Source: an optimization exercise on an open RTL-to-GDS flow (aim: small area, a short achievable clock period and few clock cycles). Production flows keep margins and buffers that such runs may drop.
RTL that was checked went through simulation tests only; none was proved equivalent to the original.
Only the layout flow was run in run 5; the RTL was not checked for function there.
Power and IR drop assume default switching activity.

--- config.mk ---
export PLATFORM = sky130hd
export DESIGN_NAME = depth_rainbow_colormap_unit
export DESIGN_NICKNAME = depth_rainbow_colormap_unit
export VERILOG_FILES = /design/flow/design.v
export SDC_FILE = /design/flow/constraint.sdc
export NUM_CORES = 4
export LEC_CHECK = 0
export ABC_AREA = 1
export CAP_MARGIN = 20
export CORE_MARGIN = 2
export CORE_UTILIZATION = 40
export SETUP_SLACK_MARGIN = 2.8
export SLEW_MARGIN = 20
export SYNTH_MEMORY_MAX_BITS = 16384
--- constraint.sdc ---
create_clock -name core_clock -period 6.0 [get_ports {i_clk}]
set_input_delay 1.2000 -clock core_clock [delete_from_list [all_inputs] [get_ports {i_clk}]]
set_output_delay 1.2000 -clock core_clock [all_outputs]
set_load 0.01 [all_outputs]
--- design.v ---
package drcm_pkg;
    localparam int LUT_ENTRIES = 256;
    localparam int LUT_SPAN    = LUT_ENTRIES - 1;
    localparam int IDX_W       = $clog2(LUT_ENTRIES);
    localparam int STOP_COUNT  = 6;
    localparam int CHAN_W      = 8;
    localparam int DIST_W      = 16;
    localparam int NUM_W       = DIST_W + IDX_W + 1;
    localparam int PIPE_DEPTH  = 2 + IDX_W + 1;
    localparam int CFG_IDX_W   = 1;
    localparam logic [CFG_IDX_W-1:0] CFG_NEAR_MM = 1'b0;
    localparam logic [CFG_IDX_W-1:0] CFG_FAR_MM  = 1'b1;
    localparam logic [DIST_W-1:0] NEAR_MM_RST = 16'd0;
    localparam logic [DIST_W-1:0] FAR_MM_RST  = 16'd10000;
    typedef struct packed {
        logic [CHAN_W-1:0] blue;
        logic [CHAN_W-1:0] green;
        logic [CHAN_W-1:0] red;
    } t_bgr;
    typedef struct packed {
        logic              black;
        logic [NUM_W-1:0]  rem;
        logic [DIST_W-1:0] den;
    } t_div_beat;
    typedef struct packed {
        logic             black;
        logic [IDX_W-1:0] index;
    } t_idx_beat;
endpackage
module drcm_div_step #(
    parameter int K = 7
) (
    input  logic [15:0] i_den,
    input  logic [23:0] i_rem,
    input  logic [7:0]  i_quo,
    output logic [23:0] o_rem,
    output logic [7:0]  o_quo
);
    logic [16:0] top;
    logic [16:0] dd;
    logic [16:0] dif;
    logic [16:0] g;
    logic [16:0] p;
    logic [16:0] bg;
    logic [16:0] bp;
    assign top = i_rem[K+16:K];
    assign dd  = {1'b0, i_den};
    always_comb begin
        g = ~top & dd;
        p = ~(top ^ dd);
        bg = g;
        bp = p;
        for (int l = 0; l < 5; l++) begin
            logic [16:0] ng;
            logic [16:0] np;
            ng = bg;
            np = bp;
            for (int i = 0; i < 17; i++) begin
                if ((i >> l) & 1) begin
                    ng[i] = bg[i] | (bp[i] & bg[((i >> l) << l) - 1]);
                    np[i] = bp[i] & bp[((i >> l) << l) - 1];
                end
            end
            bg = ng;
            bp = np;
        end
        dif = top ^ dd ^ {bg[15:0], 1'b0};
        o_rem = i_rem;
        o_quo = i_quo;
        o_quo[K] = !bg[16];
        if (!bg[16]) o_rem[K+16:K] = dif;
    end
endmodule
module drcm_lut
(
    input  logic       i_black,
    input  logic [7:0] i_index,
    output logic [7:0] o_blue,
    output logic [7:0] o_green,
    output logic [7:0] o_red
);
    logic [23:0] pix;
    always_comb begin
        case (i_index)
            8'd0: pix = {8'd255, 8'd0, 8'd0};
            8'd1: pix = {8'd255, 8'd5, 8'd0};
            8'd2: pix = {8'd255, 8'd10, 8'd0};
            8'd3: pix = {8'd255, 8'd15, 8'd0};
            8'd4: pix = {8'd255, 8'd20, 8'd0};
            8'd5: pix = {8'd255, 8'd25, 8'd0};
            8'd6: pix = {8'd255, 8'd30, 8'd0};
            8'd7: pix = {8'd255, 8'd35, 8'd0};
            8'd8: pix = {8'd255, 8'd40, 8'd0};
            8'd9: pix = {8'd255, 8'd45, 8'd0};
            8'd10: pix = {8'd255, 8'd50, 8'd0};
            8'd11: pix = {8'd255, 8'd55, 8'd0};
            8'd12: pix = {8'd255, 8'd60, 8'd0};
            8'd13: pix = {8'd255, 8'd65, 8'd0};
            8'd14: pix = {8'd255, 8'd70, 8'd0};
            8'd15: pix = {8'd255, 8'd75, 8'd0};
            8'd16: pix = {8'd255, 8'd80, 8'd0};
            8'd17: pix = {8'd255, 8'd85, 8'd0};
            8'd18: pix = {8'd255, 8'd90, 8'd0};
            8'd19: pix = {8'd255, 8'd95, 8'd0};
            8'd20: pix = {8'd255, 8'd100, 8'd0};
            8'd21: pix = {8'd255, 8'd105, 8'd0};
            8'd22: pix = {8'd255, 8'd110, 8'd0};
            8'd23: pix = {8'd255, 8'd115, 8'd0};
            8'd24: pix = {8'd255, 8'd120, 8'd0};
            8'd25: pix = {8'd255, 8'd125, 8'd0};
            8'd26: pix = {8'd255, 8'd130, 8'd0};
            8'd27: pix = {8'd255, 8'd135, 8'd0};
            8'd28: pix = {8'd255, 8'd140, 8'd0};
            8'd29: pix = {8'd255, 8'd145, 8'd0};
            8'd30: pix = {8'd255, 8'd150, 8'd0};
            8'd31: pix = {8'd255, 8'd155, 8'd0};
            8'd32: pix = {8'd255, 8'd160, 8'd0};
            8'd33: pix = {8'd255, 8'd165, 8'd0};
            8'd34: pix = {8'd255, 8'd170, 8'd0};
            8'd35: pix = {8'd255, 8'd175, 8'd0};
            8'd36: pix = {8'd255, 8'd180, 8'd0};
            8'd37: pix = {8'd255, 8'd185, 8'd0};
            8'd38: pix = {8'd255, 8'd190, 8'd0};
            8'd39: pix = {8'd255, 8'd195, 8'd0};
            8'd40: pix = {8'd255, 8'd200, 8'd0};
            8'd41: pix = {8'd255, 8'd205, 8'd0};
            8'd42: pix = {8'd255, 8'd210, 8'd0};
            8'd43: pix = {8'd255, 8'd215, 8'd0};
            8'd44: pix = {8'd255, 8'd220, 8'd0};
            8'd45: pix = {8'd255, 8'd225, 8'd0};
            8'd46: pix = {8'd255, 8'd230, 8'd0};
            8'd47: pix = {8'd255, 8'd235, 8'd0};
            8'd48: pix = {8'd255, 8'd240, 8'd0};
            8'd49: pix = {8'd255, 8'd245, 8'd0};
            8'd50: pix = {8'd255, 8'd250, 8'd0};
            8'd51: pix = {8'd255, 8'd255, 8'd0};
            8'd52: pix = {8'd250, 8'd255, 8'd5};
            8'd53: pix = {8'd245, 8'd255, 8'd10};
            8'd54: pix = {8'd240, 8'd255, 8'd15};
            8'd55: pix = {8'd235, 8'd255, 8'd20};
            8'd56: pix = {8'd230, 8'd255, 8'd25};
            8'd57: pix = {8'd225, 8'd255, 8'd30};
            8'd58: pix = {8'd220, 8'd255, 8'd35};
            8'd59: pix = {8'd215, 8'd255, 8'd40};
            8'd60: pix = {8'd210, 8'd255, 8'd45};
            8'd61: pix = {8'd205, 8'd255, 8'd50};
            8'd62: pix = {8'd200, 8'd255, 8'd55};
            8'd63: pix = {8'd195, 8'd255, 8'd60};
            8'd64: pix = {8'd190, 8'd255, 8'd65};
            8'd65: pix = {8'd185, 8'd255, 8'd70};
            8'd66: pix = {8'd180, 8'd255, 8'd75};
            8'd67: pix = {8'd175, 8'd255, 8'd80};
            8'd68: pix = {8'd170, 8'd255, 8'd85};
            8'd69: pix = {8'd165, 8'd255, 8'd90};
            8'd70: pix = {8'd160, 8'd255, 8'd95};
            8'd71: pix = {8'd155, 8'd255, 8'd100};
            8'd72: pix = {8'd150, 8'd255, 8'd105};
            8'd73: pix = {8'd145, 8'd255, 8'd110};
            8'd74: pix = {8'd140, 8'd255, 8'd115};
            8'd75: pix = {8'd135, 8'd255, 8'd120};
            8'd76: pix = {8'd130, 8'd255, 8'd125};
            8'd77: pix = {8'd125, 8'd255, 8'd130};
            8'd78: pix = {8'd120, 8'd255, 8'd135};
            8'd79: pix = {8'd115, 8'd255, 8'd140};
            8'd80: pix = {8'd110, 8'd255, 8'd145};
            8'd81: pix = {8'd105, 8'd255, 8'd150};
            8'd82: pix = {8'd100, 8'd255, 8'd155};
            8'd83: pix = {8'd95, 8'd255, 8'd160};
            8'd84: pix = {8'd90, 8'd255, 8'd165};
            8'd85: pix = {8'd85, 8'd255, 8'd170};
            8'd86: pix = {8'd80, 8'd255, 8'd175};
            8'd87: pix = {8'd75, 8'd255, 8'd180};
            8'd88: pix = {8'd70, 8'd255, 8'd185};
            8'd89: pix = {8'd65, 8'd255, 8'd190};
            8'd90: pix = {8'd60, 8'd255, 8'd195};
            8'd91: pix = {8'd55, 8'd255, 8'd200};
            8'd92: pix = {8'd50, 8'd255, 8'd205};
            8'd93: pix = {8'd45, 8'd255, 8'd210};
            8'd94: pix = {8'd40, 8'd255, 8'd215};
            8'd95: pix = {8'd35, 8'd255, 8'd220};
            8'd96: pix = {8'd30, 8'd255, 8'd225};
            8'd97: pix = {8'd25, 8'd255, 8'd230};
            8'd98: pix = {8'd20, 8'd255, 8'd235};
            8'd99: pix = {8'd15, 8'd255, 8'd240};
            8'd100: pix = {8'd10, 8'd255, 8'd245};
            8'd101: pix = {8'd5, 8'd255, 8'd250};
            8'd102: pix = {8'd0, 8'd255, 8'd255};
            8'd103: pix = {8'd0, 8'd253, 8'd255};
            8'd104: pix = {8'd0, 8'd251, 8'd255};
            8'd105: pix = {8'd0, 8'd249, 8'd255};
            8'd106: pix = {8'd0, 8'd247, 8'd255};
            8'd107: pix = {8'd0, 8'd246, 8'd255};
            8'd108: pix = {8'd0, 8'd244, 8'd255};
            8'd109: pix = {8'd0, 8'd242, 8'd255};
            8'd110: pix = {8'd0, 8'd240, 8'd255};
            8'd111: pix = {8'd0, 8'd239, 8'd255};
            8'd112: pix = {8'd0, 8'd237, 8'd255};
            8'd113: pix = {8'd0, 8'd235, 8'd255};
            8'd114: pix = {8'd0, 8'd233, 8'd255};
            8'd115: pix = {8'd0, 8'd232, 8'd255};
            8'd116: pix = {8'd0, 8'd230, 8'd255};
            8'd117: pix = {8'd0, 8'd228, 8'd255};
            8'd118: pix = {8'd0, 8'd226, 8'd255};
            8'd119: pix = {8'd0, 8'd225, 8'd255};
            8'd120: pix = {8'd0, 8'd223, 8'd255};
            8'd121: pix = {8'd0, 8'd221, 8'd255};
            8'd122: pix = {8'd0, 8'd219, 8'd255};
            8'd123: pix = {8'd0, 8'd217, 8'd255};
            8'd124: pix = {8'd0, 8'd216, 8'd255};
            8'd125: pix = {8'd0, 8'd214, 8'd255};
            8'd126: pix = {8'd0, 8'd212, 8'd255};
            8'd127: pix = {8'd0, 8'd210, 8'd255};
            8'd128: pix = {8'd0, 8'd209, 8'd255};
            8'd129: pix = {8'd0, 8'd207, 8'd255};
            8'd130: pix = {8'd0, 8'd205, 8'd255};
            8'd131: pix = {8'd0, 8'd203, 8'd255};
            8'd132: pix = {8'd0, 8'd202, 8'd255};
            8'd133: pix = {8'd0, 8'd200, 8'd255};
            8'd134: pix = {8'd0, 8'd198, 8'd255};
            8'd135: pix = {8'd0, 8'd196, 8'd255};
            8'd136: pix = {8'd0, 8'd195, 8'd255};
            8'd137: pix = {8'd0, 8'd193, 8'd255};
            8'd138: pix = {8'd0, 8'd191, 8'd255};
            8'd139: pix = {8'd0, 8'd189, 8'd255};
            8'd140: pix = {8'd0, 8'd187, 8'd255};
            8'd141: pix = {8'd0, 8'd186, 8'd255};
            8'd142: pix = {8'd0, 8'd184, 8'd255};
            8'd143: pix = {8'd0, 8'd182, 8'd255};
            8'd144: pix = {8'd0, 8'd180, 8'd255};
            8'd145: pix = {8'd0, 8'd179, 8'd255};
            8'd146: pix = {8'd0, 8'd177, 8'd255};
            8'd147: pix = {8'd0, 8'd175, 8'd255};
            8'd148: pix = {8'd0, 8'd173, 8'd255};
            8'd149: pix = {8'd0, 8'd172, 8'd255};
            8'd150: pix = {8'd0, 8'd170, 8'd255};
            8'd151: pix = {8'd0, 8'd168, 8'd255};
            8'd152: pix = {8'd0, 8'd166, 8'd255};
            8'd153: pix = {8'd0, 8'd165, 8'd255};
            8'd154: pix = {8'd0, 8'd161, 8'd255};
            8'd155: pix = {8'd0, 8'd158, 8'd255};
            8'd156: pix = {8'd0, 8'd155, 8'd255};
            8'd157: pix = {8'd0, 8'd152, 8'd255};
            8'd158: pix = {8'd0, 8'd148, 8'd255};
            8'd159: pix = {8'd0, 8'd145, 8'd255};
            8'd160: pix = {8'd0, 8'd142, 8'd255};
            8'd161: pix = {8'd0, 8'd139, 8'd255};
            8'd162: pix = {8'd0, 8'd135, 8'd255};
            8'd163: pix = {8'd0, 8'd132, 8'd255};
            8'd164: pix = {8'd0, 8'd129, 8'd255};
            8'd165: pix = {8'd0, 8'd126, 8'd255};
            8'd166: pix = {8'd0, 8'd122, 8'd255};
            8'd167: pix = {8'd0, 8'd119, 8'd255};
            8'd168: pix = {8'd0, 8'd116, 8'd255};
            8'd169: pix = {8'd0, 8'd113, 8'd255};
            8'd170: pix = {8'd0, 8'd110, 8'd255};
            8'd171: pix = {8'd0, 8'd106, 8'd255};
            8'd172: pix = {8'd0, 8'd103, 8'd255};
            8'd173: pix = {8'd0, 8'd100, 8'd255};
            8'd174: pix = {8'd0, 8'd97, 8'd255};
            8'd175: pix = {8'd0, 8'd93, 8'd255};
            8'd176: pix = {8'd0, 8'd90, 8'd255};
            8'd177: pix = {8'd0, 8'd87, 8'd255};
            8'd178: pix = {8'd0, 8'd84, 8'd255};
            8'd179: pix = {8'd0, 8'd80, 8'd255};
            8'd180: pix = {8'd0, 8'd77, 8'd255};
            8'd181: pix = {8'd0, 8'd74, 8'd255};
            8'd182: pix = {8'd0, 8'd71, 8'd255};
            8'd183: pix = {8'd0, 8'd67, 8'd255};
            8'd184: pix = {8'd0, 8'd64, 8'd255};
            8'd185: pix = {8'd0, 8'd61, 8'd255};
            8'd186: pix = {8'd0, 8'd58, 8'd255};
            8'd187: pix = {8'd0, 8'd55, 8'd255};
            8'd188: pix = {8'd0, 8'd51, 8'd255};
            8'd189: pix = {8'd0, 8'd48, 8'd255};
            8'd190: pix = {8'd0, 8'd45, 8'd255};
            8'd191: pix = {8'd0, 8'd42, 8'd255};
            8'd192: pix = {8'd0, 8'd38, 8'd255};
            8'd193: pix = {8'd0, 8'd35, 8'd255};
            8'd194: pix = {8'd0, 8'd32, 8'd255};
            8'd195: pix = {8'd0, 8'd29, 8'd255};
            8'd196: pix = {8'd0, 8'd25, 8'd255};
            8'd197: pix = {8'd0, 8'd22, 8'd255};
            8'd198: pix = {8'd0, 8'd19, 8'd255};
            8'd199: pix = {8'd0, 8'd16, 8'd255};
            8'd200: pix = {8'd0, 8'd12, 8'd255};
            8'd201: pix = {8'd0, 8'd9, 8'd255};
            8'd202: pix = {8'd0, 8'd6, 8'd255};
            8'd203: pix = {8'd0, 8'd3, 8'd255};
            8'd204: pix = {8'd0, 8'd0, 8'd255};
            8'd205: pix = {8'd1, 8'd1, 8'd252};
            8'd206: pix = {8'd2, 8'd2, 8'd250};
            8'd207: pix = {8'd3, 8'd3, 8'd247};
            8'd208: pix = {8'd5, 8'd5, 8'd245};
            8'd209: pix = {8'd6, 8'd6, 8'd242};
            8'd210: pix = {8'd7, 8'd7, 8'd240};
            8'd211: pix = {8'd8, 8'd8, 8'd237};
            8'd212: pix = {8'd10, 8'd10, 8'd235};
            8'd213: pix = {8'd11, 8'd11, 8'd232};
            8'd214: pix = {8'd12, 8'd12, 8'd230};
            8'd215: pix = {8'd13, 8'd13, 8'd227};
            8'd216: pix = {8'd15, 8'd15, 8'd225};
            8'd217: pix = {8'd16, 8'd16, 8'd222};
            8'd218: pix = {8'd17, 8'd17, 8'd220};
            8'd219: pix = {8'd18, 8'd18, 8'd217};
            8'd220: pix = {8'd20, 8'd20, 8'd215};
            8'd221: pix = {8'd21, 8'd21, 8'd212};
            8'd222: pix = {8'd22, 8'd22, 8'd210};
            8'd223: pix = {8'd23, 8'd23, 8'd207};
            8'd224: pix = {8'd25, 8'd25, 8'd205};
            8'd225: pix = {8'd26, 8'd26, 8'd202};
            8'd226: pix = {8'd27, 8'd27, 8'd200};
            8'd227: pix = {8'd28, 8'd28, 8'd197};
            8'd228: pix = {8'd30, 8'd30, 8'd195};
            8'd229: pix = {8'd31, 8'd31, 8'd192};
            8'd230: pix = {8'd32, 8'd32, 8'd190};
            8'd231: pix = {8'd33, 8'd33, 8'd187};
            8'd232: pix = {8'd35, 8'd35, 8'd185};
            8'd233: pix = {8'd36, 8'd36, 8'd182};
            8'd234: pix = {8'd37, 8'd37, 8'd180};
            8'd235: pix = {8'd38, 8'd38, 8'd177};
            8'd236: pix = {8'd40, 8'd40, 8'd175};
            8'd237: pix = {8'd41, 8'd41, 8'd172};
            8'd238: pix = {8'd42, 8'd42, 8'd170};
            8'd239: pix = {8'd43, 8'd43, 8'd167};
            8'd240: pix = {8'd45, 8'd45, 8'd165};
            8'd241: pix = {8'd46, 8'd46, 8'd162};
            8'd242: pix = {8'd47, 8'd47, 8'd160};
            8'd243: pix = {8'd48, 8'd48, 8'd157};
            8'd244: pix = {8'd50, 8'd50, 8'd155};
            8'd245: pix = {8'd51, 8'd51, 8'd152};
            8'd246: pix = {8'd52, 8'd52, 8'd150};
            8'd247: pix = {8'd53, 8'd53, 8'd147};
            8'd248: pix = {8'd55, 8'd55, 8'd145};
            8'd249: pix = {8'd56, 8'd56, 8'd142};
            8'd250: pix = {8'd57, 8'd57, 8'd140};
            8'd251: pix = {8'd58, 8'd58, 8'd137};
            8'd252: pix = {8'd60, 8'd60, 8'd135};
            8'd253: pix = {8'd61, 8'd61, 8'd132};
            8'd254: pix = {8'd62, 8'd62, 8'd130};
            8'd255: pix = {8'd64, 8'd64, 8'd128};
            default: pix = 24'd0;
        endcase
    end
    assign {o_blue, o_green, o_red} = i_black ? 24'd0 : pix;
endmodule
module depth_rainbow_colormap_unit
#(
    parameter int DEPTH_BITS = 24
) (
    input  logic                 i_clk,
    input  logic                 i_rst_n,
    input  logic                 i_depth_valid,
    output logic                 o_depth_ready,
    input  logic [DEPTH_BITS-1:0] i_depth,
    output logic                 o_pixel_valid,
    input  logic                 i_pixel_ready,
    output logic [7:0]           o_blue,
    output logic [7:0]           o_green,
    output logic [7:0]           o_red,
    input  logic                 i_cfg_we,
    input  logic [drcm_pkg::CFG_IDX_W-1:0] i_cfg_idx,
    input  logic [drcm_pkg::DIST_W-1:0]    i_cfg_data
);
    localparam logic [10:1] CUTS = 10'b1111111111;
    localparam int NSTEP = 10;
    localparam logic [1:0] C_DIV = 2'd0, C_ZERO = 2'd1, C_FULL = 2'd2, C_BLACK = 2'd3;
    logic [15:0] r_near;
    logic [15:0] r_far;
    logic [15:0] r_den;
    logic        r_ok;
    logic [16:0] den_full;
    always_ff @(posedge i_clk) begin
        if (!i_rst_n) begin
            r_near <= 16'd0;
            r_far  <= 16'd10000;
        end else if (i_cfg_we) begin
            if (i_cfg_idx[0]) r_far  <= i_cfg_data;
            else              r_near <= i_cfg_data;
        end
    end
    assign den_full = {1'b0, r_far} - {1'b0, r_near};
    always_ff @(posedge i_clk) begin
        r_den <= den_full[15:0];
        r_ok  <= !den_full[16] && (den_full[15:0] != 16'd0);
    end
    logic en;
    assign en            = !o_pixel_valid || i_pixel_ready;
    assign o_depth_ready = en;
    logic        in_black;
    logic        in_high;
    logic [16:0] in_diff;
    logic        r1_v;
    logic        r1_black;
    logic        r1_high;
    logic        r1_below;
    logic [15:0] r1_diff;
    assign in_black = i_depth[DEPTH_BITS-1] || (i_depth == '0);
    assign in_high  = |i_depth[DEPTH_BITS-2:16];
    assign in_diff  = {1'b0, i_depth[15:0]} - {1'b0, r_near};
    always_ff @(posedge i_clk) begin
        if (!i_rst_n)  r1_v <= 1'b0;
        else if (en)   r1_v <= i_depth_valid;
    end
    always_ff @(posedge i_clk) begin
        if (en) begin
            r1_black <= in_black;
            r1_high  <= in_high;
            r1_below <= in_diff[16] && !in_high;
            r1_diff  <= in_diff[15:0];
        end
    end
    logic [NSTEP:0] s_v;
    logic [1:0]     s_c [0:NSTEP];
    logic [23:0]    s_r [0:NSTEP];
    logic [7:0]     s_q [0:NSTEP];
    logic [23:0]    s_p;
    logic [1:0]     t_c [1:NSTEP];
    logic [23:0]    t_r [1:NSTEP];
    logic [7:0]     t_q [1:NSTEP];
    logic [23:0]    t_p;
    assign s_v[0] = r1_v;
    assign s_c[0] = C_DIV;
    assign s_r[0] = 24'd0;
    assign s_q[0] = 8'd0;
    always_comb begin
        if (r1_black)                            t_c[1] = C_BLACK;
        else if (r1_below || !r_ok)              t_c[1] = C_ZERO;
        else if (r1_high || (r1_diff >= r_den))  t_c[1] = C_FULL;
        else                                     t_c[1] = C_DIV;
    end
    assign t_r[1] = {r1_diff, 8'd0} - {8'd0, r1_diff} + {9'd0, r_den[15:1]};
    assign t_q[1] = 8'd0;
    logic [7:0] q_raw [2:9];
    for (genvar j = 2; j <= 9; j++) begin : g_step
        drcm_div_step #(.K(9 - j)) u_step (
            .i_den (r_den),
            .i_rem (s_r[j-1]),
            .i_quo (s_q[j-1]),
            .o_rem (t_r[j]),
            .o_quo (q_raw[j])
        );
        if (j < 9) begin : g_mid
            assign t_q[j] = q_raw[j];
            assign t_c[j] = s_c[j-1];
        end else begin : g_last
            always_comb begin
                case (s_c[j-1])
                    C_ZERO:  t_q[j] = 8'd0;
                    C_FULL:  t_q[j] = 8'd255;
                    C_BLACK: t_q[j] = 8'd0;
                    default: t_q[j] = q_raw[j];
                endcase
            end
            assign t_c[j] = (s_c[j-1] == C_BLACK) ? C_BLACK : C_DIV;
        end
    end
    drcm_lut u_lut (
        .i_black (s_c[9] == C_BLACK),
        .i_index (s_q[9]),
        .o_blue  (t_p[23:16]),
        .o_green (t_p[15:8]),
        .o_red   (t_p[7:0])
    );
    assign t_c[10] = 2'd0;
    assign t_r[10] = 24'd0;
    assign t_q[10] = 8'd0;
    for (genvar j = 1; j <= NSTEP; j++) begin : g_link
        if (CUTS[j]) begin : g_reg
            logic rv;
            always_ff @(posedge i_clk) begin
                if (!i_rst_n) rv <= 1'b0;
                else if (en)  rv <= s_v[j-1];
            end
            assign s_v[j] = rv;
            if (j < NSTEP) begin : g_data
                logic [1:0]  rc;
                logic [23:0] rr;
                logic [7:0]  rq;
                always_ff @(posedge i_clk) begin
                    if (en) begin
                        rc <= t_c[j];
                        rr <= t_r[j];
                        rq <= t_q[j];
                    end
                end
                assign s_c[j] = rc;
                assign s_r[j] = rr;
                assign s_q[j] = rq;
            end else begin : g_pix
                logic [23:0] rp;
                always_ff @(posedge i_clk) begin
                    if (en) rp <= t_p;
                end
                assign s_p = rp;
            end
        end else begin : g_wire
            assign s_v[j] = s_v[j-1];
            if (j < NSTEP) begin : g_data
                assign s_c[j] = t_c[j];
                assign s_r[j] = t_r[j];
                assign s_q[j] = t_q[j];
            end else begin : g_pix
                assign s_p = t_p;
            end
        end
    end
    assign o_pixel_valid = s_v[NSTEP];
    assign {o_blue, o_green, o_red} = s_p;
endmodule
--- run.sh ---
#!/bin/bash
# synth_recipe.tcl (not shown) runs the flow's synth.tcl, then flattens the netlist and writes it again
# the make line also repeats each setting of config.mk as NAME=value (left out here)
make -C /OpenROAD-flow-scripts/flow DESIGN_CONFIG=/design/flow/config.mk WORK_HOME=/design/flow/orfs CLKGATE_MAP_FILE= SYNTH_SCRIPT=/design/flow/synth_recipe.tcl finish
==> impl_metrics.csv, run 1 <==
group,metric,value,unit
worst_setup_path,crit_family,"buffers and inverters",
yosys,synth_compound_area_share,12.5,%
worst_setup_path,arrival,1980,ps
drt,drc_errors,0,
worst_setup_path,path_buf_inv,3,
final_layout,stdcell_area,25800,um^2
die,dieArea,59300,um^2
sta,fin_ws,2820,ps
drt,dr.pass1.iters,5,
global_route,antenna_found_initial,0,
drt,vias_per_cell,5.06,
final_layout,layout.nets,3202,
worst_setup_path,crit_slowest_cell,"dlygate4sd2_1",
worst_setup_path,worstPathCellList,"dlygate4sd2_1, nor2_4, inv_16, clkdlybuf4s15_1",
final_layout,multi_input_area,11700,um^2
yosys,yosys.area.top_type,"edfxtp_1",
sta,slew_headroom,39.7,%
die,core_area,56500,um^2
clocking,clkTransAtPathRegs,50,ps
clocking,clock_path_buffers,3,
drt,ant_nets,0,
sta,hold_violations,0,
worst_setup_path,critPathLaunchType,"input port",
sta,timing.final.max_slew_violations,0,
global_route,grt_max_degree,170,
clocking,numCtsBuffers,39,
die,die-height,243,um
yosys,syn_area_per_cell,8.11,um^2
yosys,synth_mux_area_share,0,%
die,initial_utilization,40.6,%
yosys,yosysUniqueCellTypes,51,
sta,finalSetupTns,0,ps
placed_design,place_worst_setup_slack,1760,ps
sta,tightestPinTransition,905,ps
final_layout,syn2layout_area_growth,12.5,%
worst_setup_path,cp_max_fo,2,
yosys,ys_warn_count,43,
sta,setup_viol,0,
yosys,async_flop_share,0,%
yosys,synth_top_cell_area_share,34.0,%
clocking,ctsHoldBuffers,0,
clocking,cts_tree,"yes",
global_route,grt_overflow_total,0,
worst_setup_path,critPathKind,"input port to output pin",
yosys,synthTopCellsByArea,"edfxtp_1 34%, ha_1 12%, nand2_1 11%, inv_1 8.0%, dfxtp_1 5.2%",
sta,clock.fmax,314,MHz
die,rows,87,
yosys,syn_inst,2828,
final_layout,insertedDiodeCount,0,
placed_design,gp_congestion,0.933,
sta,rsz0062_at_grt,"yes",
yosys,ys_seq_elements,320,
placed_design,place.port_buffers,71,
global_route,grt_pass1_vias,18400,
clocking,clock-sinks,320,
yosys,ys.flop_type,"edfxtp_1",
run_status,outcome,"no timing/DRC/antenna violations",
yosys,syn_area,22900,um^2
final_layout,postLayoutCoreUtil,45.7,%
die,die_x,243,um
final_layout,drive_gt1_share,6.17,%
clocking,insertion_delay,570,ps
yosys,synthAdderAreaFrac,15.0,%
sta,period_share,53.0,%
power,cellLeakagePower,0.0126,uW
worst_setup_path,cp-end-kind,"output pin",
worst_setup_path,max_stage_delay,260,ps
drt,drt-total-wl,57.1,mm
sta,min_period,3180,ps
placed_design,hpwl,42.5,mm
yosys,yosysSeqAreaShare,39.3,%
final_layout,layout_commonest_cell,"nand2_1",
power,ir_worst_vdd,0.000223,V
yosys,syn_nets,3126,
global_route,grt_usage,19.3,%
job,cap_violations,0,
drt,drtIter0Drc,1232,
power,powerDensity,560,nW/um^2
drt,drt-wirelength-per-cell,15.5,um
yosys,synth_top_family_by_area,"simple AND/OR/NAND/NOR gates",
clocking,root_buffer,"clkbuf_16",
final_layout,fillers,5421,
global_route,grt_pass1_wl,92.7,mm
yosys,synth-simple-area-share,21.1,%
clocking,h-tree-depth,2,
drt,vias,18700,
yosys,synthXorXnorAreaFrac,2.41,%
sta,clock_skew,27.5,ps
yosys,synth_edf_count,260,
die,io_pins,72,
final_layout,regArea,9020,um^2
placed_design,postPlaceCellArea,24400,um^2
min_path,min_path_type,"register to register",
worst_setup_path,required,4800,ps
final_layout,final_cell_mix,"693 x nand2_1, 488 x inv_1, 260 x edfxtp_1",
==> routing by layer <==
layer / wire, um / track usage (%) / up-vias
met3: 2510 / 2.73 / 106
li1: - / - / 9479
met1: 24600 / 23.4 / 8612
met5: 0 / 0 / -
met4: 1860 / 7.27 / 0
met2: 28100 / 34.7 / 461
==> flip-flops by register name, indices dropped and copies added (netlist names) <==
signal                  cells
r_ok                        1
r1_below                    1
r1_high                     1
g_link.g_reg.g_data.rc     17
r1_diff                    16
g_link.g_reg.rv            10
g_link.g_reg.g_data.rq     36
r_near                     16
r_den                      16
g_link.g_reg.g_data.rr    164
g_link.g_reg.g_pix.rp      24
r1_black                    1
r_far                      16
r1_v                        1
==> worst paths after layout <==
| check | from | end | slack (ps) | cells after the start |
|---|---|---|---|---|
| max | i_pixel_ready | o_depth_ready | 2820 | 4 |
| min | g_link[1].g_reg.g_data.rr[3] | g_link[2].g_reg.g_data.rr[3] | 410 | 0 |
| max reg2reg | r_den[11] | g_link[1].g_reg.g_data.rr[15] | 2870 | 10 |
| min reg2reg | g_link[1].g_reg.g_data.rr[3] | g_link[2].g_reg.g_data.rr[3] | 410 | 0 |
==> power by group <==
| group | internal [uW] | switching [uW] | leakage, uW |
|---|---|---|---|
| sequential | 3700 | 390 | 0.00323 |
| combinational | 2990 | 4930 | 0.00871 |
| clock | 1470 | 959 | 0.000662 |
| total | 8160 | 6280 | 0.0126 |
==> what timing repair did <==
| item | 4_1_cts | 5_1_grt |
|---|---|---|
| cloned | 3 | 0 |
| resized for setup | 9 | 9 |
| buffers inserted | 5 | 0 |
| pin swaps | 1 | 1 |
| endpoints found under the setup margin | 17 | 22 |
==> cells in the mapped netlist, drive strengths merged, types with 7 or more instances <==
cell    number
nand4       16
ha         213
clkbuf      25
a21o        27
nor4         9
edfxtp     260
fa          39
dfxtp       60
a21oi      174
xor2        24
xnor2       39
nor2       218
nand3      197
nand3b      14
o211ai      21
a31o         8
clkinv       7
buf         33
nor3        12
a31oi        8
nand2      700
o21ai      195
inv        490
o21bai       9
==> logic make-up (layout without fill, tap and decap cells) <==
group | count (synthesis) | in the layout
AO/OA/AOI/OAI | 467 | 467
flip-flops | 320 | 320
XOR/XNOR | 63 | 63
AND/OR/NAND/NOR | 1171 | 1171
buffers and inverters | 555 | 661
adder cells (fa/ha/maj) | 252 | 252
==> stage by stage <==
stage	power, uW	hold slack [ps]	instances
finish	14400	411	3690
floorplan	10300	400	2828
CTS	14500	408	3690
detailed placement	12000	405	3611
global placement	11700	402	3611
global route	15900	420	3690
==> area by class of cell <==
class / count / share of cell area, %
clock inverter: 21 / 0.931
tap: 756 / 3.67
clock buffer: 50 / 4.23
inverter: 497 / 7.31
multi-input combinational: 1953 / 45.5
timing repair buffer: 90 / 3.33
sequential: 320 / 35.0
timing repair inverter: 3 / 0.102
Testbench counts, summed over its fixed seeds: cycles 16,088.
==> run 2: changes to the inputs <==
--- a/config.mk
+++ b/config.mk
@@ -5,7 +5,7 @@
 export SDC_FILE = /design/flow/constraint.sdc
 export NUM_CORES = 4
 export LEC_CHECK = 0
-export ABC_AREA = 1
+export ABC_CLOCK_PERIOD_IN_PS = 3000
 export CAP_MARGIN = 20
 export CORE_MARGIN = 2
 export CORE_UTILIZATION = 40
==> impl_metrics.csv, run 2 <==
group,metric,value,unit
clocking,h-tree-depth,2,
power,cellLeakagePower,0.0108,uW
yosys,ys_warn_count,43,
die,io_pins,72,
die,dieArea,54700,um^2
placed_design,hpwl,33.6,mm
sta,tightestPinTransition,1160,ps
worst_setup_path,critPathKind,"register to register",
drt,ant_nets,0,
placed_design,place.port_buffers,71,
worst_setup_path,max_stage_delay,540,ps
drt,met3_length,2.17,mm
yosys,syn_area_per_cell,9.74,um^2
clocking,clock-sinks,320,
clocking,insertion_delay,560,ps
yosys,syn_nets,2467,
worst_setup_path,required,6450,ps
placed_design,gp_congestion,0.890,
final_layout,final_cell_mix,"260 x edfxtp_1, 214 x inv_1, 201 x nand2_1",
worst_setup_path,worstPathCellList,"inv_1, ha_1, nand2b_2, a21oi_2, o41ai_4, o22ai_2, o41a_1, xor2_1, or4b_4, or4_1, o31a_1",
worst_setup_path,path_buf_inv,1,
global_route,antenna_found_initial,0,
sta,hold_violations,0,
sta,clock_skew,24.6,ps
yosys,synth_most_common_cell,"edfxtp_1",
final_layout,drive_gt1_share,13.9,%
die,die-height,234,um
yosys,async_flop_share,0,%
clocking,clkTransAtPathRegs,60,ps
sta,rsz0062_at_grt,"yes",
job,cap_violations,0,
final_layout,insertedDiodeCount,0,
die,core_area,52400,um^2
final_layout,syn2layout_area_growth,21.0,%
run_status,outcome,"no timing/DRC/antenna violations",
clocking,numCtsBuffers,39,
sta,period_share,55.7,%
worst_setup_path,cp_max_fo,3,
worst_setup_path,crit_family,"compound AO/OA/AOI/OAI gates",
yosys,synth_top_cell_area_share,36.9,%
drt,dr.pass1.iters,5,
drt,wl_met2,25.6,mm
yosys,syn_inst,2169,
power,ir_worst_vdd,0.000224,V
power,powerDensity,547,nW/um^2
power,total_power,14000,uW
yosys,ys_seq_elements,320,
sta,timing.final.max_slew_violations,0,
min_path,min_path_type,"register to register",
global_route,grt_pass1_wl,82.4,mm
worst_setup_path,arrival,3790,ps
yosys,yosys.area.top_type,"edfxtp_1",
yosys,yosysSeqAreaShare,42.6,%
sta,clock.fmax,299,MHz
worst_setup_path,crit_slowest_cell,"or4b_4",
clocking,cts_tree,"yes",
final_layout,regMostFlops,"g_link.g_reg.g_data.rr",
yosys,ys_top_cells_by_count,"260 x edfxtp_1, 223 x inv_1, 213 x ha_1",
worst_setup_path,ff2ff_setup_slack,2660,ps
drt,drtIter0Drc,1025,
worst_setup_path,critPathLaunchType,"register",
drt,wl_met1,22.1,mm
drt,vias,16300,
worst_setup_path,cp-end-kind,"register",
yosys,ys.flop_type,"edfxtp_1",
sta,finalSetupTns,0,ps
drt,drt-total-wl,51.6,mm
final_layout,layout_commonest_cell,"edfxtp_1",
yosys,synthTopCellsByArea,"edfxtp_1 37%, ha_1 13%, dfxtp_1 5.7%, a21oi_1 4.2%, inv_1 4.0%",
drt,top_layer_used,"met4",
drt,drc_errors,0,
global_route,grt_overflow_total,0,
die,rows,84,
placed_design,postPlaceCellArea,22600,um^2
sta,slew_headroom,23.0,%
sta,setup_viol,0,
die,initial_utilization,40.3,%
global_route,grt_pass1_vias,16300,
sta,min_period,3340,ps
global_route,grt_usage,18.8,%
drt,vias_per_cell,5.40,
yosys,yosysUniqueCellTypes,70,
final_layout,largest_register_ffs,164,
yosys,synth_edf_count,260,
final_layout,layout.nets,2600,
final_layout,fillers,4711,
yosys,syn_area,21100,um^2
final_layout,stdcell_area,25600,um^2
final_layout,top_regs,"g_link.g_reg.g_data.rr (164), g_link.g_reg.g_data.rq (36), g_link.g_reg.g_pix.rp (24)",
global_route,grt_max_degree,185,
clocking,clock_path_buffers,3,
drt,drt-wirelength-per-cell,17.1,um
clocking,root_buffer,"clkbuf_16",
die,die_x,234,um
clocking,ctsHoldBuffers,0,
## run 2: power breakdown
part           switching (uW)  internal, uW  total, uW  leakage [uW]
clock network             953          1470       2430      0.000640
registers                 404          3650       4050       0.00322
logic                    4090          3430       7510       0.00697
total                    5440          8550      14000        0.0108
## run 2: area by class of cell
class	instances	area, um^2	area share (%)
sequential	320	9050	35.4
inverter	230	888	3.48
clock buffer	50	1100	4.31
timing repair inverter	3	22.5	0.0881
timing repair buffer	156	1490	5.84
multi-input combinational	1552	11900	46.6
clock inverter	21	219	0.857
tap	688	861	3.37
## run 2: worst paths after layout
| check | to | cells past startpoint | from |
|---|---|---|---|
| max | r_ok | 11 | r_near[1] |
| max reg2reg | r_ok | 11 | r_near[1] |
| min | g_link[8].g_reg.g_data.rq[3] | 0 | g_link[7].g_reg.g_data.rq[3] |
| min reg2reg | g_link[8].g_reg.g_data.rq[3] | 0 | g_link[7].g_reg.g_data.rq[3] |
## run 2: through the flow
| step | setup slack (ps) | std cells | util [%] | hold slack, ps |
|---|---|---|---|---|
| 4_1_cts | 2660 | 2990 | 47.5 | 414 |
| 6_report | 2660 | 3020 | 48.7 | 415 |
| 5_1_grt | 2570 | 3020 | 48.7 | 424 |
| 2_1_floorplan | 2760 | 2169 | - | 400 |
| 3_5_place_dp | 1800 | 2862 | 43.0 | 405 |
| 3_3_place_gp | 1860 | 2862 | 43.0 | 401 |
## run 2: worst register-to-register path: stages (launching register included)
cell,delay (ps)
dfxtp_4,360
inv_1,70
ha_1,300
nand2b_2,90
a21oi_2,90
o41ai_4,430
o22ai_2,170
o41a_1,360
xor2_1,180
or4b_4,540
or4_1,410
o31a_1,240
## run 2: what timing repair did
action	CTS	global route
cloned	13	2
pin swaps	50	78
endpoints found under the setup margin	329	120
gates resized for setup	120	98
buffers inserted	44	28
## run 2: per-layer routing
layer / global-route usage, % / up-vias
li1: - / 8060
met1: 23.1 / 7748
met2: 33.2 / 371
met3: 2.77 / 114
met4: 7.12 / 0
met5: 0 / -
## run 2: cell families (layout without fill, tap and decap cells)
family	count (synthesis)	after routing	share of synthesized area [%]
and+or+nand+nor	596	596	12.8
AOI/OAI and AO/OA	565	575	17.2
DFF	320	320	42.6
buffers and inverters	307	460	5.46
adders and majority gates	252	252	16.3
xor gates and xnor gates	97	97	4.02
muxes	32	32	1.60
==> run 3: changes to the inputs <==
--- a/config.mk
+++ b/config.mk
@@ -8,7 +8,7 @@
 export ABC_CLOCK_PERIOD_IN_PS = 3000
 export CAP_MARGIN = 20
 export CORE_MARGIN = 2
-export CORE_UTILIZATION = 40
+export CORE_UTILIZATION = 60
 export SETUP_SLACK_MARGIN = 2.8
 export SLEW_MARGIN = 20
 export SYNTH_MEMORY_MAX_BITS = 16384
==> impl_metrics.csv, run 3 <==
group,metric,value,unit
run_status,outcome,"no timing/DRC/antenna violations",
drt,drt-total-wl,52.5,mm
yosys,ys_top_cells_by_count,"260 x edfxtp_1, 223 x inv_1, 213 x ha_1",
power,ir_worst_vdd,0.000311,V
sta,tightestPinTransition,1030,ps
global_route,antenna_found_initial,0,
die,core_area,34600,um^2
sta,min_period,3310,ps
worst_setup_path,path_common_cell,"or4_4",
drt,drc_errors,0,
yosys,yosys.area.top_type,"edfxtp_1",
clocking,cts_tree,"yes",
final_layout,instances_no_fill,2765,
global_route,grt_usage,28.0,%
placed_design,hpwl,34.4,mm
power,total_power,13600,uW
final_layout,largest_register_ffs,164,
die,initial_utilization,61.0,%
sta,finalSetupTns,0,ps
sta,clock.fmax,302,MHz
yosys,ys_warn_count,43,
final_layout,drive_gt1_share,12.2,%
worst_setup_path,cp_max_fo,2,
clocking,root_buffer,"clkbuf_16",
yosys,yosysSeqAreaShare,42.6,%
yosys,syn_nets,2467,
yosys,syn_area,21100,um^2
global_route,grt_pass1_wl,81.7,mm
yosys,ys.flop_type,"edfxtp_1",
worst_setup_path,critPathKind,"register to register",
drt,vias_per_cell,6.03,
clocking,numCtsBuffers,37,
drt,ant_nets,0,
worst_setup_path,ff2ff_setup_slack,2690,ps
yosys,async_flop_share,0,%
sta,rsz0062_at_grt,"yes",
final_layout,layout_commonest_cell,"edfxtp_1",
sta,setup_viol,0,
job,cap_violations,0,
worst_setup_path,arrival,3740,ps
yosys,synthTopCellsByArea,"edfxtp_1 37%, ha_1 13%, dfxtp_1 5.7%, a21oi_1 4.2%, inv_1 4.0%",
final_layout,layout.nets,2581,
placed_design,place.port_buffers,71,
power,powerDensity,548,nW/um^2
worst_setup_path,worstPathCellList,"inv_1, ha_2, fa_2, inv_2, or4_4, or4_4, or4b_1, or4_1, o31a_1",
yosys,yosysUniqueCellTypes,70,
worst_setup_path,critPathLaunchType,"register",
power,cellLeakagePower,0.0106,uW
worst_setup_path,max_stage_delay,530,ps
clocking,clock_path_buffers,3,
die,die-height,192,um
die,io_pins,72,
final_layout,top_regs,"g_link.g_reg.g_data.rr (164), g_link.g_reg.g_data.rq (36), g_link.g_reg.g_pix.rp (24)",
final_layout,syn2layout_area_growth,17.2,%
yosys,synth_most_common_cell,"edfxtp_1",
yosys,syn_inst,2169,
sta,clock_skew,18.2,ps
clocking,insertion_delay,550,ps
global_route,grt_pass1_vias,16300,
sta,slew_headroom,31.6,%
die,rows,68,
sta,fin_ws,2690,ps
worst_setup_path,cp-end-kind,"register",
drt,drt-wirelength-per-cell,19.0,um
placed_design,place_worst_setup_slack,1870,ps
yosys,syn_area_per_cell,9.74,um^2
min_path,min_path_type,"register to register",
drt,vias,16700,
clocking,clock-sinks,320,
sta,hold_violations,0,
drt,dr.pass1.iters,5,
yosys,synth_top_cell_area_share,36.9,%
global_route,grt_overflow_total,0,
worst_setup_path,required,6430,ps
placed_design,gp_congestion,0.921,
drt,drtIter0Drc,1322,
yosys,ys_seq_elements,320,
final_layout,insertedDiodeCount,0,
sta,period_share,55.2,%
final_layout,postLayoutCoreUtil,71.5,%
die,dieArea,36700,um^2
clocking,clkTransAtPathRegs,60,ps
placed_design,placed_cells,2629,
clocking,h-tree-depth,2,
sta,timing.final.max_slew_violations,0,
global_route,grt_max_degree,90,
worst_setup_path,crit_slowest_cell,"fa_2",
yosys,synth_edf_count,260,
die,die_x,192,um
final_layout,regMostFlops,"g_link.g_reg.g_data.rr",
final_layout,final_cell_mix,"260 x edfxtp_1, 216 x inv_1, 206 x nand2_1",
-- run 3: what timing repair did --
action | CTS | global route
pin swaps | 38 | 41
setup buffers | 24 | 32
resized for setup | 98 | 66
hold buffers | 0 | 0
endpoints found under the setup margin | 221 | 210
gates cloned | 11 | 3
-- run 3: worst max-delay path, delay by kind of cell (launching register included) --
kind,cells,cell delay (ps)
compound gates,1,250
buf+inv,2,80
flops,1,320
fa+ha+maj,2,710
simple gates,4,1830
-- run 3: power by group --
group | total, uW | switching, uW | internal (uW)
clock | 2340 | 936 | 1410
combinational | 7140 | 4000 | 3140
sequential | 4110 | 454 | 3650
total | 13600 | 5390 | 8190
-- run 3: layout make-up --
type	instances	area [um^2]
repair buffers	139	1270
clock inverters	24	273
well taps	455	569
flip-flops and latches	320	9060
inverters	230	880
multi-input cells	1553	11700
repair inverters	2	11.3
fillers	2534	9860
clock buffers	42	986
-- run 3: worst paths after layout --
check | startpoint | endpoint | cells after the start
max | r_far[0] | r_ok | 9
min reg2reg | g_link[5].g_reg.g_data.rq[5] | g_link[6].g_reg.g_data.rq[5] | 0
max reg2reg | r_far[0] | r_ok | 9
min | g_link[5].g_reg.g_data.rq[5] | g_link[6].g_reg.g_data.rq[5] | 0
-- run 3: logic make-up (layout without fill, tap and decap cells) --
kind of cell,after synthesis,count (layout),synth area share (%)
and+or+nand+nor,596,596,12.8
AOI/OAI and AO/OA,565,576,17.2
DFF,320,320,42.6
buffers and inverters,307,437,5.46
adders and majority gates,252,252,16.3
xor gates and xnor gates,97,97,4.02
muxes,32,32,1.60
-- run 3: layer usage --
| layer | global-route usage (%) | vias to the layer above | share of wire, % |
|---|---|---|---|
| met5 | 0 | - | 0 |
| met4 | 11.0 | 0 | 3.7 |
| met3 | 4.18 | 134 | 5.0 |
| met2 | 48.6 | 542 | 50 |
| met1 | 35.4 | 7970 | 42 |
| li1 | - | 8015 | - |
-- run 3: metrics by stage --
step	cell area, um^2	hold slack, ps
3_5_place_dp	22300	405
3_3_place_gp	22300	401
5_1_grt	24800	415
4_1_cts	24200	402
6_report	24800	407
2_1_floorplan	21200	400
==> run 4: changes to the inputs <==
--- a/config.mk
+++ b/config.mk
@@ -5,10 +5,10 @@
 export SDC_FILE = /design/flow/constraint.sdc
 export NUM_CORES = 4
 export LEC_CHECK = 0
-export ABC_CLOCK_PERIOD_IN_PS = 3000
+export ABC_AREA = 1
 export CAP_MARGIN = 20
 export CORE_MARGIN = 2
 export CORE_UTILIZATION = 60
-export SETUP_SLACK_MARGIN = 2.8
+export SETUP_SLACK_MARGIN = 2.9
 export SLEW_MARGIN = 20
 export SYNTH_MEMORY_MAX_BITS = 16384
==> impl_metrics.csv, run 4 <==
group,metric,value,unit
worst_setup_path,path_common_cell,"inv_1",
die,die_x,200,um
die,core_area,37700,um^2
die,rows,71,
worst_setup_path,crit_family,"simple AND/OR/NAND/NOR gates",
job,cap_violations,0,
worst_setup_path,r2r_cells,10,
worst_setup_path,cp.depth,10,
sta,rsz0062_at_grt,"yes",
drt,wl_met1,23.9,mm
sta,setup_viol,0,
worst_setup_path,crit_slowest_cell,"edfxtp_1",
yosys,synth_edf_count,260,
clocking,root_buffer,"clkbuf_16",
clocking,clock-sinks,320,
drt,drt-wirelength-per-cell,16.6,um
sta,timing.final.max_slew_violations,0,
sta,hold_ws,407,ps
drt,vias_per_cell,5.56,
final_layout,postLayoutCoreUtil,67.0,%
sta,tightestPinTransition,846,ps
sta,clock_skew,16.5,ps
drt,top_layer_used,"met4",
clocking,clkTransAtPathRegs,60,ps
drt,ant_nets,0,
drt,drt-total-wl,57.1,mm
global_route,grt_pass1_wl,91.5,mm
placed_design,gp_congestion,0.951,
final_layout,final_cell_mix,"693 x nand2_1, 488 x inv_1, 260 x edfxtp_1",
sta,clock.fmax,327,MHz
yosys,synth_top_cell_area_share,34.0,%
yosys,syn_nets,3126,
min_path,min_path_type,"register to register",
sta,period_share,51.0,%
yosys,yosysSeqAreaShare,39.3,%
power,ir_worst_vdd,0.000260,V
worst_setup_path,rr_endpoint,"g_link[10].g_reg.g_pix.rp[1]",
yosys,ys_top_cells_by_count,"696 x nand2_1, 489 x inv_1, 260 x edfxtp_1",
clocking,clock_path_buffers,3,
sta,slew_headroom,43.6,%
yosys,ys_seq_elements,320,
worst_setup_path,rr_startpoint,"g_link[9].g_reg.g_data.rq[0]",
drt,met3_length,3.35,mm
sta,hold_violations,0,
worst_setup_path,crit_start,"g_link[9].g_reg.g_data.rq[0]",
drt,wl_met2,28.3,mm
yosys,syn_area_per_cell,8.11,um^2
worst_setup_path,critPathKind,"register to register",
final_layout,layout_commonest_cell,"nand2_1",
yosys,synthTopCellsByArea,"edfxtp_1 34%, ha_1 12%, nand2_1 11%, inv_1 8.0%, dfxtp_1 5.2%",
yosys,syn_area,22900,um^2
yosys,async_flop_share,0,%
placed_design,hpwl,42.5,mm
worst_setup_path,critPathLaunchType,"register",
global_route,grt_overflow_total,0,
power,cellLeakagePower,0.0124,uW
final_layout,drive_gt1_share,5.61,%
yosys,ys_warn_count,43,
worst_setup_path,endpoint,"g_link[10].g_reg.g_pix.rp[1]",
power,powerDensity,563,nW/um^2
clocking,ctsHoldBuffers,0,
worst_setup_path,worstPathCellList,"inv_1, ha_1, inv_1, nand2_1, inv_1, o21ai_1, nand3_1, nand2_1, nand3_1, and3_1",
drt,drc_errors,0,
yosys,ys.flop_type,"edfxtp_1",
global_route,antenna_found_initial,0,
die,io_pins,72,
clocking,cts_tree,"yes",
clocking,numCtsBuffers,36,
global_route,grt_max_degree,156,
global_route,grt_usage,29.2,%
clocking,h-tree-depth,2,
worst_setup_path,path_buf_inv,3,
final_layout,syn2layout_area_growth,9.99,%
die,dieArea,39800,um^2
clocking,insertion_delay,540,ps
yosys,synth_most_common_cell,"nand2_1",
worst_setup_path,arrival,3360,ps
drt,drtIter0Drc,1322,
worst_setup_path,cp_max_fo,11,
yosys,syn_inst,2828,
final_layout,largest_register_ffs,164,
die,die-height,200,um
die,initial_utilization,60.9,%
placed_design,place.port_buffers,71,
global_route,grt_pass1_vias,18500,
sta,finalSetupTns,0,ps
worst_setup_path,cp-end-kind,"register",
final_layout,fillers,3096,
drt,dr.pass1.iters,6,
worst_setup_path,required,6300,ps
sta,min_period,3060,ps
final_layout,layout.nets,3196,
drt,vias,19100,
final_layout,regMostFlops,"g_link.g_reg.g_data.rr",
yosys,yosysUniqueCellTypes,51,
yosys,yosys.area.top_type,"edfxtp_1",
worst_setup_path,ff2ff_setup_slack,2940,ps
final_layout,insertedDiodeCount,0,
worst_setup_path,max_stage_delay,560,ps
run_status,outcome,"no timing/DRC/antenna violations",
final_layout,top_regs,"g_link.g_reg.g_data.rr (164), g_link.g_reg.g_data.rq (36), g_link.g_reg.g_pix.rp (24)",
-- run 4: how the worst min path moves through the flow --
stage	to	from	depth (start not counted)
final	g_link[6].g_reg.g_data.rq[4]	g_link[5].g_reg.g_data.rq[4]	0
after global routing	g_link[6].g_reg.g_data.rq[4]	g_link[5].g_reg.g_data.rq[4]	0
after CTS	g_link[6].g_reg.g_data.rq[4]	g_link[5].g_reg.g_data.rq[4]	0
after detailed placement	g_link[6].g_reg.g_data.rq[4]	g_link[5].g_reg.g_data.rq[4]	0
after global placement	g_link[6].g_reg.g_data.rr[0]	g_link[5].g_reg.g_data.rr[0]	0
after floorplan	g_link[2].g_reg.g_data.rc[0]	g_link[1].g_reg.g_data.rc[0]	0
-- run 4: layer usage --
metal  track usage [%]  vias up
li1                  -     9452
met1              36.7     8899
met2              51.4      612
met3              4.49      115
met4              9.55        0
met5                 0        -
-- run 4: final cells by class --
class / count / area [um^2] / share of cell area [%]
Timing Repair Buffer: 87 / 842 / 3.34
Multi-Input combinational cell: 1953 / 11800 / 46.6
Timing Repair inverter: 3 / 26.3 / 0.104
Tap cell: 511 / 639 / 2.53
Sequential cell: 320 / 9020 / 35.8
Clock inverter: 10 / 52.6 / 0.208
Inverter: 497 / 1880 / 7.46
Clock buffer: 52 / 1010 / 4.02
-- run 4: power by group --
| part | total, uW | switching, uW | internal (uW) |
|---|---|---|---|
| Clock | 2040 | 865 | 1170 |
| Combinational | 8050 | 5030 | 3020 |
| Sequential | 4120 | 417 | 3710 |
| Total | 14200 | 6310 | 7900 |
-- run 4: worst reg2reg max path, delay by kind of cell (launching register included) --
family	cells	cell delay (ps)
flops	1	560
buf+inv	3	620
fa+ha+maj	1	370
simple gates	5	800
compound gates	1	480
-- run 4: cells by family (layout without fill, tap and decap cells) --
family          Yosys count  after routing  synth area share [%]
flops                   320            320                  39.3
simple gates           1171           1171                  21.1
compound gates          467            467                  12.5
buf+inv                 555            649                  9.69
fa+ha+maj               252            252                  15.0
xor+xnor                 63             63                  2.41
-- run 4: stage by stage --
step                      instance area (um^2)  total power, uW  cells  setup WS, ps
after floorplan                          23000            10300   2828          2780
after global placement                   24000            11600   3364          1770
after detailed placement                 24000            12000   3364          1720
after CTS                                25200            14100   3433          2630
after global routing                     25200            15500   3433          2820
final                                    25200            14200   3433          2940
-- run 4: what timing repair did --
| item | CTS | global route |
|---|---|---|
| resized for setup | 11 | 13 |
| hold endpoints to repair | 0 | 0 |
| cloned | 3 | 0 |
| pin swaps | 1 | 1 |
| setup endpoints to repair | 50 | 72 |
| setup buffers | 4 | 0 |
==> run 5: changes to the inputs <==
--- a/design.v
+++ b/design.v
@@ -430,33 +430,28 @@
     end
     assign t_r[1] = {r1_diff, 8'd0} - {8'd0, r1_diff} + {9'd0, r_den[15:1]};
     assign t_q[1] = 8'd0;
-    logic [7:0] q_raw [2:9];
     for (genvar j = 2; j <= 9; j++) begin : g_step
         drcm_div_step #(.K(9 - j)) u_step (
             .i_den (r_den),
             .i_rem (s_r[j-1]),
             .i_quo (s_q[j-1]),
             .o_rem (t_r[j]),
-            .o_quo (q_raw[j])
+            .o_quo (t_q[j])
         );
-        if (j < 9) begin : g_mid
-            assign t_q[j] = q_raw[j];
-            assign t_c[j] = s_c[j-1];
-        end else begin : g_last
-            always_comb begin
-                case (s_c[j-1])
-                    C_ZERO:  t_q[j] = 8'd0;
-                    C_FULL:  t_q[j] = 8'd255;
-                    C_BLACK: t_q[j] = 8'd0;
-                    default: t_q[j] = q_raw[j];
-                endcase
-            end
-            assign t_c[j] = (s_c[j-1] == C_BLACK) ? C_BLACK : C_DIV;
-        end
+        assign t_c[j] = s_c[j-1];
+    end
+    logic [7:0] qf;
+    always_comb begin
+        case (s_c[9])
+            C_ZERO:  qf = 8'd0;
+            C_FULL:  qf = 8'd255;
+            C_BLACK: qf = 8'd0;
+            default: qf = s_q[9];
+        endcase
     end
     drcm_lut u_lut (
         .i_black (s_c[9] == C_BLACK),
-        .i_index (s_q[9]),
+        .i_index (qf),
         .o_blue  (t_p[23:16]),
         .o_green (t_p[15:8]),
         .o_red   (t_p[7:0])
--- a/config.mk
+++ b/config.mk
@@ -5,10 +5,10 @@
 export SDC_FILE = /design/flow/constraint.sdc
 export NUM_CORES = 4
 export LEC_CHECK = 0
-export ABC_AREA = 1
+export ABC_CLOCK_PERIOD_IN_PS = 3000
 export CAP_MARGIN = 20
 export CORE_MARGIN = 2
-export CORE_UTILIZATION = 60
-export SETUP_SLACK_MARGIN = 2.9
+export CORE_UTILIZATION = 40
+export SETUP_SLACK_MARGIN = 2.8
 export SLEW_MARGIN = 20
 export SYNTH_MEMORY_MAX_BITS = 16384
==> impl_metrics.csv, run 5 <==
group,metric,value,unit
final_layout,largest_register_ffs,164,
sta,hold_violations,0,
die,core_area,52800,um^2
sta,timing.final.max_slew_violations,0,
final_layout,insertedDiodeCount,0,
worst_setup_path,cp-end-kind,"register",
worst_setup_path,critPathLaunchType,"register",
yosys,syn_inst,2197,
drt,drtIter0Drc,1200,
yosys,ys_warn_count,40,
yosys,synth_edf_count,261,
clocking,root_buffer,"clkbuf_16",
drt,ant_nets,0,
drt,vias_per_cell,5.52,
clocking,ctsHoldBuffers,0,
yosys,yosysSeqAreaShare,42.3,%
yosys,async_flop_share,0,%
min_path,min_path_type,"register to register",
die,io_pins,72,
die,rows,84,
clocking,h-tree-depth,2,
job,cap_violations,0,
sta,tightestPinTransition,1120,ps
run_status,outcome,"no timing/DRC/antenna violations",
worst_setup_path,rr_startpoint,"r_den[0]",
final_layout,layout_commonest_cell,"edfxtp_1",
final_layout,postLayoutCoreUtil,49.5,%
global_route,grt_usage,20.8,%
yosys,synthAdderAreaFrac,15.8,%
sta,min_period,3280,ps
final_layout,stdcell_area,26100,um^2
min_path,hold_path_end,"g_link[3].g_reg.g_data.rr[3]",
sta,clock.fmax,305,MHz
yosys,ys_top_cells_by_count,"261 x edfxtp_1, 222 x inv_1, 209 x ha_1",
global_route,grt_pass1_wl,91.8,mm
sta,slew_headroom,25.4,%
min_path,holdPathStages,0,
power,powerDensity,545,nW/um^2
clocking,clock-sinks,321,
yosys,ys_seq_elements,321,
sta,clock_skew,23.8,ps
clocking,numCtsBuffers,39,
final_layout,syn2layout_area_growth,22.0,%
die,die-height,235,um
worst_setup_path,arrival,3570,ps
placed_design,gp_congestion,0.954,
worst_setup_path,rr_endpoint,"g_link[8].g_reg.g_data.rr[7]",
final_layout,final_cell_mix,"261 x edfxtp_1, 213 x inv_1, 196 x nand2_1",
drt,drc_errors,0,
yosys,synth_top_cell_area_share,36.6,%
final_layout,regMostFlops,"g_link.g_reg.g_data.rr",
sta,period_share,54.6,%
placed_design,placed_cells,2898,
worst_setup_path,ff2ff_setup_slack,2720,ps
placed_design,postPlaceCellArea,22900,um^2
final_layout,instances_no_fill,3090,
min_path,hold_start,"g_link[2].g_reg.g_data.rr[3]",
drt,vias,17000,
global_route,grt_pass1_vias,17200,
global_route,grt_max_degree,179,
final_layout,top_regs,"g_link.g_reg.g_data.rr (164), g_link.g_reg.g_data.rq (36), g_link.g_reg.g_pix.rp (24)",
worst_setup_path,cp_max_fo,8,
yosys,synthTopCellsByArea,"edfxtp_1 37%, ha_1 12%, dfxtp_1 5.6%, inv_1 3.9%, a21oi_1 3.6%",
placed_design,place.port_buffers,71,
yosys,yosysUniqueCellTypes,82,
clocking,cts_tree,"yes",
drt,drt-wirelength-per-cell,19.1,um
worst_setup_path,required,6290,ps
global_route,grt_overflow_total,0,
final_layout,layout.nets,2665,
yosys,ys.flop_type,"edfxtp_1",
die,dieArea,55300,um^2
die,initial_utilization,40.5,%
yosys,synth_compound_area_share,19.1,%
yosys,synth_most_common_cell,"edfxtp_1",
yosys,syn_area_per_cell,9.74,um^2
worst_setup_path,critPathKind,"register to register",
drt,dr.pass1.iters,8,
sta,finalSetupTns,0,ps
die,die_x,235,um
sta,setup_viol,0,
yosys,synth_top_family_by_area,"compound AO/OA/AOI/OAI gates",
yosys,synth-simple-area-share,12.5,%
power,cellLeakagePower,0.0108,uW
yosys,syn_nets,2490,
placed_design,hpwl,39.6,mm
power,ir_worst_vdd,0.000221,V
global_route,antenna_found_initial,1,
clocking,clock_path_buffers,3,
worst_setup_path,r2r_cells,14,
sta,rsz0062_at_grt,"yes",
clocking,clkTransAtPathRegs,60,ps
yosys,syn_area,21400,um^2
clocking,insertion_delay,560,ps
yosys,yosys.area.top_type,"edfxtp_1",
yosys,synthXorXnorAreaFrac,4.05,%
final_layout,drive_gt1_share,15.7,%
drt,drt-total-wl,59.0,mm
yosys,synth_mux_area_share,0.842,%
[run 5: area by class of cell]
cell class	instances	area, um^2
clock buffers	58	1150
clock inverters	13	113
fillers	4788	26700
inverters	228	880
multi-input cells	1574	12100
flip-flops and latches	321	9100
well taps	688	861
repair buffers	206	1910
repair inverters	2	17.5
[run 5: power by group]
part / leakage, uW / internal (uW) / switching [uW]
registers: 0.00320 / 3680 / 441
clock network: 0.000620 / 1410 / 932
logic: 0.00700 / 3600 / 4170
total: 0.0108 / 8690 / 5540
[run 5: per-layer routing]
metal | part of all wire (%) | GRT usage, % | up-vias | wire (um)
met5 | 0 | 0 | - | 0
met4 | 2.3 | 7.32 | 0 | 1380
met3 | 5.2 | 3.66 | 101 | 3090
met2 | 49 | 35.5 | 437 | 28800
met1 | 44 | 26.4 | 8235 | 25800
li1 | - | - | 8269 | -
[run 5: logic make-up (layout without fill, tap and decap cells)]
| family | after synthesis | after routing |
|---|---|---|
| AO/OA/AOI/OAI | 610 | 613 |
| XOR/XNOR | 99 | 99 |
| adder cells (fa/ha/maj) | 247 | 247 |
| buffers and inverters | 306 | 507 |
| flip-flops | 321 | 321 |
| multiplexers | 18 | 18 |
| AND/OR/NAND/NOR | 596 | 597 |
[run 5: through the flow]
step	total power (uW)	hold slack [ps]	setup WS, ps
3_3_place_gp	9990	401	1960
4_1_cts	13600	417	2710
3_5_place_dp	10200	405	1920
5_1_grt	15300	421	2630
2_1_floorplan	8840	400	2770
6_report	14200	416	2720
[run 5: worst max-delay path: stages (launching register included)]
cell and delay (ps):
dfxtp_4 390, buf_8 150, ha_4 150, fa_2 370, a21o_1 170, a21o_1 190
a211oi_4 260, o21ai_2 100, a311oi_2 380, nor3b_4 90, buf_4 150, o31ai_4 230
buf_4 160, buf_12 130, a31oi_4 80
[run 5: how the worst max path moves through the flow]
stage	from	endpoint	depth (start not counted)
CTS	r_den[0]	g_link[2].g_reg.g_data.rr[10]	11
global route	r_den[0]	g_link[5].g_reg.g_data.rr[16]	13
floorplan	i_pixel_ready	o_depth_ready	3
global placement	i_pixel_ready	o_depth_ready	4
detailed placement	r_den[0]	g_link[5].g_reg.g_data.rr[10]	10
finish	r_den[0]	g_link[8].g_reg.g_data.rr[7]	14
[run 5: timing repair]
action                                  4_1_cts  5_1_grt
resized for setup                           128      103
pin swaps                                    73       54
cloned                                        9        3
setup buffers                                76       33
endpoints found under the setup margin      157      130

## static timing again, ports no longer ideal
No port has a modelled driver above. Below, the same layouts with a new extraction and two added sets of constraints. Step 1, drivers: a clkbuf_16 drives i_clk and a buf_2 each remaining input, both assumed. Step 2 times the ports against the registers' clock, not the clock port: input delays grow and output delays shrink by t, the midpoint of the rising clock arrivals with the driver on. Three values: no drivers, after step 1, after step 2; two values: the first two.
| run | t (ns) | slack for setup (ns) | worst hold slack (ns) | worst setup path at the end |
|---|---|---|---|---|
| run 1 | 0.616 | 2.820 / 2.802 / 2.480 | 0.411 / 0.411 / 0.411 | input to register |
| run 2 | 0.603 | 2.655 / 2.655 / 2.258 | 0.415 / 0.415 / 0.415 | input to register |
| run 3 | 0.599 | 2.689 / 2.689 / 2.204 | 0.407 / 0.407 / 0.407 | input to register |
| run 4 | 0.595 | 2.940 / 2.940 / 2.466 | 0.407 / 0.407 / 0.407 | input to register |
| run 5 | 0.605 | 2.722 / 2.722 / 2.414 | 0.416 / 0.416 / 0.416 | input to register |
After both steps setup and hold are still met in every run listed. For run 3, which loses most, drivers alone change the setup slack by 0.000 ns; drivers and shift together by -0.485 ns.
